Source: an optimization exercise on an open RTL-to-GDS flow (aim: small area). Production flows keep margins and buffers that such runs may drop. Function was checked by simulation only, so behaviour that the tests miss may differ from the original. Power is estimated from default activity; no workload was simulated.

==> inputs of 07-02 <==
==> flow/design.v <==
`timescale 1ns/1ps
package ahb_cfg_pkg;
	localparam int DATA_W     = 32;    
	localparam int NUM_SLAVES = 4;
	localparam int CFG_LAST   = 8;     
	localparam int CFG_AW     = $clog2(CFG_LAST + 1);
	localparam logic [2:0] MAX_HSIZE = 3'd2;
	localparam logic [NUM_SLAVES*DATA_W-1:0] RESET_BASE = {
		32'h8c00_0000,
		32'h8800_0000,
		32'h8400_0000,
		32'h8000_0000
	};
	localparam logic [NUM_SLAVES*DATA_W-1:0] RESET_SIZE = {NUM_SLAVES{32'h0000_03ff}};
	localparam logic [1:0] IDLE   = 2'b00;
	localparam logic [1:0] BUSY   = 2'b01;
	localparam logic [1:0] NONSEQ = 2'b10;
	localparam logic [1:0] SEQ    = 2'b11;
	localparam logic [1:0] OKAY  = 2'b00;
	localparam logic [1:0] ERROR = 2'b10;
	localparam logic [1:0] RESP_OK        = 2'd0;
	localparam logic [1:0] RESP_ERR_FIRST = 2'd1;
	localparam logic [1:0] RESP_ERR_LAST  = 2'd2;
endpackage
`timescale 1ns/1ps
module ahb_config_bridge
(
	input  logic        Hclk,
	input  logic        Hresetn,
	input  logic [1:0]  Htrans,
	input  logic [2:0]  Hsize,
	input  logic        Hwrite,
	input  logic [31:0] Haddr,
	input  logic [31:0] Hwdata,
	input  logic        Hreadyin,
	input  logic        Hreadyout_in,
	output logic [1:0]  Hresp,
	output logic        Hreadyout,
	output logic [3:0]  Pselx_out,
	output logic        valid,
	output logic [31:0] config_reg_data
);
	localparam logic [127:0] RESET_BASE = ahb_cfg_pkg::RESET_BASE;
	localparam logic [127:0] RESET_SIZE = ahb_cfg_pkg::RESET_SIZE;
	logic       err_first;     
	logic       err_last;      
	logic       error_flag;
	logic [1:0] prev_trans;    
	logic [1:0] last_size;     
	logic       last_write;
	logic [3:0] wr_code;       
	logic       ready;         
	logic busy, active, cfg_hit, accept;
	assign busy    = err_first | err_last;
	assign active  = Htrans[1];
	assign cfg_hit = (Haddr[31:4] == 28'd0) && (!Haddr[3] || (Haddr[2:0] == 3'd0));
	assign accept  = Hreadyin && active && !busy;
	logic oversize, misaligned, seq_after_idle, burst_change;
	assign oversize       = Hsize[2] || (Hsize[1] && Hsize[0]);
	assign misaligned     = !cfg_hit && ((Hsize[0] && Haddr[0]) || (Hsize[1] && (Haddr[1] || Haddr[0])));
	assign seq_after_idle = (Htrans == 2'b11) && (prev_trans == 2'b00);
	assign burst_change   = (Htrans == 2'b11) && (prev_trans == 2'b10) &&
		((Hsize[1:0] != last_size) || (Hwrite != last_write));
	always_ff @(posedge Hclk or negedge Hresetn)
	begin
		if (!Hresetn)
		begin
			err_first  <= 1'b0;
			err_last   <= 1'b0;
			error_flag <= 1'b0;
			prev_trans <= 2'b00;
			wr_code    <= 4'd0;
			ready      <= 1'b0;
		end
		else
		begin
			ready      <= 1'b1;
			err_first  <= !busy && error_flag;
			err_last   <= err_first;
			error_flag <= accept && (oversize || misaligned || seq_after_idle || burst_change);
			if (Hreadyin)
				prev_trans <= Htrans;
			if (Hreadyin || error_flag)
				wr_code <= (accept && cfg_hit && Hwrite) ? Haddr[3:0] : 4'd0;
		end
	end
	assign Hresp     = {busy, 1'b0};
	assign Hreadyout = !err_first && (err_last || (active && Hwrite && cfg_hit) || Hreadyout_in);
	assign valid     = accept && !(Hwrite && cfg_hit);
	always_ff @(posedge Hclk)
	begin
		if (accept)
		begin
			last_size  <= {Hsize[2] | Hsize[1], Hsize[2] | Hsize[0]};
			last_write <= Hwrite;
		end
	end
	logic        wr_go;
	logic [31:0] nq   [1:8];
	logic [31:0] rv   [1:8];    
	assign wr_go = Hreadyin && !error_flag && !busy;
	logic [31:0] wd_rv0, wd_rv1;
	assign wd_rv0 = ~(Hwdata & {32{ready}});
	assign wd_rv1 = ~Hwdata & {32{ready}};
	genvar w;
	generate
		for (w = 1; w <= 8; w++)
		begin : g_word
			if (w % 2 == 1)
				assign rv[w] = RESET_BASE[(w/2)*32 +: 32];
			else
				assign rv[w] = RESET_SIZE[(w/2-1)*32 +: 32];
			always_ff @(posedge Hclk)
			begin
				if (!ready || (wr_go && wr_code == 4'(w)))
					nq[w] <= (rv[w] & wd_rv1) | (~rv[w] & wd_rv0);
			end
		end
	endgenerate
	genvar k, i;
	generate
		for (k = 0; k < 4; k++)
		begin : g_win
			logic [31:0] nb, ns, smn;
			logic [32:0] kn, cn, ge;
			assign nb = nq[2*k+1];
			assign ns = nq[2*k+2];
			assign kn[0] = 1'b1;
			assign cn[0] = 1'b1;
			assign ge[0] = 1'b1;
			for (i = 0; i < 32; i++)
			begin : g_bit
				assign smn[i]  = nb[i] ^ ns[i] ^ Haddr[i];
				assign kn[i+1] = (nb[i] & ns[i]) | (nb[i] & Haddr[i]) | (ns[i] & Haddr[i]);
				assign cn[i+1] = (smn[i] & kn[i]) | ((smn[i] | kn[i]) & cn[i]);
				assign ge[i+1] = (Haddr[i] & nb[i]) | ((Haddr[i] | nb[i]) & ge[i]);
			end
			assign Pselx_out[k] = ready ? (!(kn[32] && cn[32]) && ge[32]) :
				((Haddr[31:10] == RESET_BASE[k*32+10 +: 22]) && (Haddr[9:0] != 10'h3ff));
		end
	endgenerate
	logic        rd_en;
	logic [8:1]  rsel;         
	logic [8:1]  csel;         
	logic [31:0] rd_word;
	assign rd_en = accept && cfg_hit && !Hwrite;
	always_comb
	begin
		rd_word = '0;
		for (int j = 1; j <= 8; j++)
		begin
			rsel[j] = rd_en && ready && (Haddr[3:0] == 4'(j));
			csel[j] = rd_en && !ready && (Haddr[3:0] == 4'(j));
			rd_word = rd_word | ({32{rsel[j]}} & ~nq[j]) | ({32{csel[j]}} & rv[j]);
		end
	end
	always_ff @(posedge Hclk or negedge Hresetn)
	begin
		if (!Hresetn)
			config_reg_data <= '0;
		else
			config_reg_data <= rd_word;
	end
endmodule
==> flow/flow/run.sh <==
#!/bin/bash
# Layout flow: the standard ORFS flow (standard.sh) with three changes:
#  - synthesis is the standard flow's script (synth_recipe.tcl, so synth -nofsm -noshare, flatten and the
#    renames are unchanged), but ABC maps the logic with flow/area.abc; flip-flops are mapped
#    by dfflibmap before ABC runs, so the registers are those of the standard synthesis
#  - every input and output port still gets a buffer, of the cell in PORT_BUF
#  - CTS uses clkbuf_8 with small sink clusters and no dummy loads
# Each tool's output is in flow.log and in ORFS's per-step logs under orfs/logs.
set -euo pipefail
W=$(pwd)
F=$W/flow
PORT_BUF=${PORT_BUF:-sky130_fd_sc_hd__buf_1}

sed 's#^  log_cmd abc {\*}\$abc_args#  set abc_args [lreplace $abc_args 1 1 '"$F"'/area.abc]\n  log_cmd abc {*}$abc_args#' \
	"$FLOW_HOME/scripts/synth.tcl" > "$W/my_synth.tcl"
grep -q 'area.abc' "$W/my_synth.tcl"
sed 's#source $::env(SCRIPTS_DIR)/synth.tcl#source '"$W"'/my_synth.tcl#' "$W/synth_recipe.tcl" > "$W/my_synth_recipe.tcl"
grep -q 'my_synth.tcl' "$W/my_synth_recipe.tcl"
sed 's#SYNTH_SCRIPT=[^ ]*#SYNTH_SCRIPT='"$W"'/my_synth_recipe.tcl#' "$W/standard.sh" > "$W/my_standard.sh"
grep -q 'my_synth_recipe.tcl' "$W/my_standard.sh"

export BUFFER_PORTS_ARGS="-buffer_cell $PORT_BUF"
export CTS_ARGS="-sink_clustering_enable -repair_clock_nets -dont_use_dummy_load -buf_list {sky130_fd_sc_hd__clkbuf_8} -sink_clustering_size 20 -sink_clustering_max_diameter 60 -sink_clustering_levels 1"

bash "$W/my_standard.sh" > "$W/flow.log" 2>&1
==> flow/flow/area.abc <==
&get -n
&st
&syn3
&dch
&nf -a -R 1000
&put
topo
stime -c
==> flow/standard.sh <==
#!/bin/bash
# synth_recipe.tcl (not shown) runs the flow's synth.tcl, then flattens the netlist and writes it again
# the make line also repeats each setting of config.mk as NAME=value (left out here)
make -C /OpenROAD-flow-scripts/flow DESIGN_CONFIG=/design/flow/config.mk WORK_HOME=/design/flow/orfs CLKGATE_MAP_FILE= SYNTH_SCRIPT=/design/flow/synth_recipe.tcl "${@:-finish}"
==> flow/config.mk <==
export PLATFORM = sky130hd
export DESIGN_NAME = ahb_config_bridge
export DESIGN_NICKNAME = ahb_config_bridge
export VERILOG_FILES = /design/flow/design.v
export SDC_FILE = /design/flow/constraint.sdc
export NUM_CORES = 4
export LEC_CHECK = 0
export CAP_MARGIN = 20
export CORE_MARGIN = 2
export CORE_UTILIZATION = 60
export SLEW_MARGIN = 20
==> flow/constraint.sdc <==
create_clock -name core_clock -period 10.0 [get_ports {Hclk}]
set_input_delay 2.0000 -clock core_clock [delete_from_list [all_inputs] [get_ports {Hclk}]]
set_output_delay 2.0000 -clock core_clock [all_outputs]
set_load 0.01 [all_outputs]
==> inputs of 11-05, as changes to 07-02 <==
==> flow/design.v, changed modules only <==
module ahb_config_bridge
(
	input  logic        Hclk,
	input  logic        Hresetn,
	input  logic [1:0]  Htrans,
	input  logic [2:0]  Hsize,
	input  logic        Hwrite,
	input  logic [31:0] Haddr,
	input  logic [31:0] Hwdata,
	input  logic        Hreadyin,
	input  logic        Hreadyout_in,
	output logic [1:0]  Hresp,
	output logic        Hreadyout,
	output logic [3:0]  Pselx_out,
	output logic        valid,
	output logic [31:0] config_reg_data
);
	localparam logic [127:0] RESET_BASE = ahb_cfg_pkg::RESET_BASE;
	localparam logic [127:0] RESET_SIZE = ahb_cfg_pkg::RESET_SIZE;
	logic       err_first;     
	logic       err_last;      
	logic       error_flag;
	logic [1:0] prev_trans;    
	logic [1:0] last_size;     
	logic       last_write;
	logic [3:0] wr_code;       
	logic       ready;         
	logic busy, active, cfg_hit, accept;
	assign busy    = err_first | err_last;
	assign active  = Htrans[1];
	assign cfg_hit = (Haddr[31:4] == 28'd0) && (!Haddr[3] || (Haddr[2:0] == 3'd0));
	assign accept  = Hreadyin && active && !busy;
	logic oversize, misaligned, seq_after_idle, burst_change;
	assign oversize       = Hsize[2] || (Hsize[1] && Hsize[0]);
	assign misaligned     = !cfg_hit && ((Hsize[0] && Haddr[0]) || (Hsize[1] && (Haddr[1] || Haddr[0])));
	assign seq_after_idle = (Htrans == 2'b11) && (prev_trans == 2'b00);
	assign burst_change   = (Htrans == 2'b11) && (prev_trans == 2'b10) &&
		((Hsize[1:0] != last_size) || (Hwrite != last_write));
	always_ff @(posedge Hclk or negedge Hresetn)
	begin
		if (!Hresetn)
		begin
			err_first  <= 1'b0;
			err_last   <= 1'b0;
			error_flag <= 1'b0;
			prev_trans <= 2'b00;
			last_size  <= 2'b00;
			last_write <= 1'b0;
			wr_code    <= 4'd0;
			ready      <= 1'b0;
		end
		else
		begin
			ready      <= 1'b1;
			err_first  <= !busy && error_flag;
			err_last   <= err_first;
			error_flag <= accept && (oversize || misaligned || seq_after_idle || burst_change);
			if (Hreadyin)
				prev_trans <= Htrans;
			if (accept)
			begin
				last_size  <= {Hsize[2] | Hsize[1], Hsize[2] | Hsize[0]};
				last_write <= Hwrite;
			end
			if (Hreadyin || error_flag)
				wr_code <= (accept && cfg_hit && Hwrite) ? Haddr[3:0] : 4'd0;
		end
	end
	assign Hresp     = {busy, 1'b0};
	assign Hreadyout = !err_first && (err_last || (active && Hwrite && cfg_hit) || Hreadyout_in);
	assign valid     = accept && !(Hwrite && cfg_hit);
	logic        wr_go;
	logic [31:0] nq   [1:8];
	logic [31:0] rv   [1:8];    
	assign wr_go = Hreadyin && !error_flag && !busy;
	genvar w;
	generate
		for (w = 1; w <= 8; w++)
		begin : g_word
			if (w % 2 == 1)
				assign rv[w] = RESET_BASE[(w/2)*32 +: 32];
			else
				assign rv[w] = RESET_SIZE[(w/2-1)*32 +: 32];
			always_ff @(posedge Hclk)
			begin
				if (!ready || (wr_go && wr_code == 4'(w)))
					nq[w] <= ready ? ~Hwdata : ~rv[w];
			end
		end
	endgenerate
	genvar k, i;
	generate
		for (k = 0; k < 4; k++)
		begin : g_win
			logic [31:0] nb, ns, smn;
			logic [32:0] kn, cn, ge;
			assign nb = nq[2*k+1];
			assign ns = nq[2*k+2];
			assign kn[0] = 1'b1;
			assign cn[0] = 1'b1;
			assign ge[0] = 1'b1;
			for (i = 0; i < 32; i++)
			begin : g_bit
				assign smn[i]  = nb[i] ^ ns[i] ^ Haddr[i];
				assign kn[i+1] = (nb[i] & ns[i]) | (nb[i] & Haddr[i]) | (ns[i] & Haddr[i]);
				assign cn[i+1] = (smn[i] & kn[i]) | ((smn[i] | kn[i]) & cn[i]);
				assign ge[i+1] = (Haddr[i] & nb[i]) | ((Haddr[i] | nb[i]) & ge[i]);
			end
			assign Pselx_out[k] = ready ? (!(kn[32] && cn[32]) && ge[32]) :
				((Haddr[31:10] == RESET_BASE[k*32+10 +: 22]) && (Haddr[9:0] != 10'h3ff));
		end
	endgenerate
	logic        rd_en;
	logic [31:0] rd_word;
	assign rd_en = accept && cfg_hit && !Hwrite;
	always_comb
	begin
		rd_word = '0;
		for (int j = 1; j <= 8; j++)
			if (Haddr[3:0] == 4'(j))
				rd_word = ready ? ~nq[j] : rv[j];
	end
	always_ff @(posedge Hclk or negedge Hresetn)
	begin
		if (!Hresetn)
			config_reg_data <= '0;
		else
			config_reg_data <= rd_en ? rd_word : '0;
	end
endmodule
==> flow/run.sh (new file) <==
#!/bin/bash
# synth_recipe.tcl (not shown) runs the flow's synth.tcl, then flattens the netlist and writes it again
# the make line also repeats each setting of config.mk as NAME=value (left out here)
make -C /OpenROAD-flow-scripts/flow DESIGN_CONFIG=/design/flow/config.mk WORK_HOME=/design/flow/orfs CLKGATE_MAP_FILE= SYNTH_SCRIPT=/design/flow/synth_recipe.tcl finish
--- a/flow/config.mk
+++ b/flow/config.mk
@@ -8,4 +8,5 @@
 export CAP_MARGIN = 20
 export CORE_MARGIN = 2
-export CORE_UTILIZATION = 60
+export CORE_UTILIZATION = 40
+export CTS_BUF_LIST = sky130_fd_sc_hd__clkbuf_4
 export SLEW_MARGIN = 20
removed: flow/flow/run.sh
removed: flow/flow/area.abc
removed: flow/standard.sh
==> summary of the runs <==
In 11-05 the area after synthesis is higher than in 07-02, by about 12%. Between 11-05 and 07-02, the lower total power is in 07-02 (gap 26%, measured against 07-02). Between 07-02 and 11-05, the lower clock skew is in 11-05 (gap 0.023 ns). In sequential cell count, 07-02 and 11-05 do not differ. In 11-05 the final cell count is higher than in 07-02, by 43%. Against 11-05, the first-iteration DRC count of 07-02 is lower by 7.9%. Against 11-05, the non-clock buffer count of 07-02 is lower by 3. Of 11-05 and 07-02, 11-05 has the higher worst setup slack (gap 0.21 ns). Against 11-05, the final area of 07-02 is smaller by 16%. Clock power: 11-05 is higher than 07-02 (about 80%).

afterwards: timing with drivers on the ports:
No port has a modelled driver above. Below, the same layouts with a new extraction and two added sets of constraints.
Step 1 assumes that a clkbuf_16 drives the clock port and a buf_2 every other input.
Step 2 adds t to the input delays and takes it off the output delays; t is the mean of the earliest and latest rising clock arrival at the registers after step 1. Input paths then give back, and output paths get back, about the clock's delay inside the block.
a / b / c = no drivers / after step 1 / after step 2; a / b = the first two.
| run | t (ns) | slack for setup (ns) | hold slack, ns |
|---|---|---|---|
| 07-02 | 0.623 | 0.925 / 0.893 / 0.893 | 0.435 / 0.435 / 0.435 |
| 11-05 | 0.803 | 1.133 / 1.103 / 1.103 | 0.409 / 0.409 / 0.409 |
After both steps every run listed still meets setup and hold. The setup slack of 07-02, which loses most, moves by -0.032 ns with the drivers and by -0.032 ns with both steps.
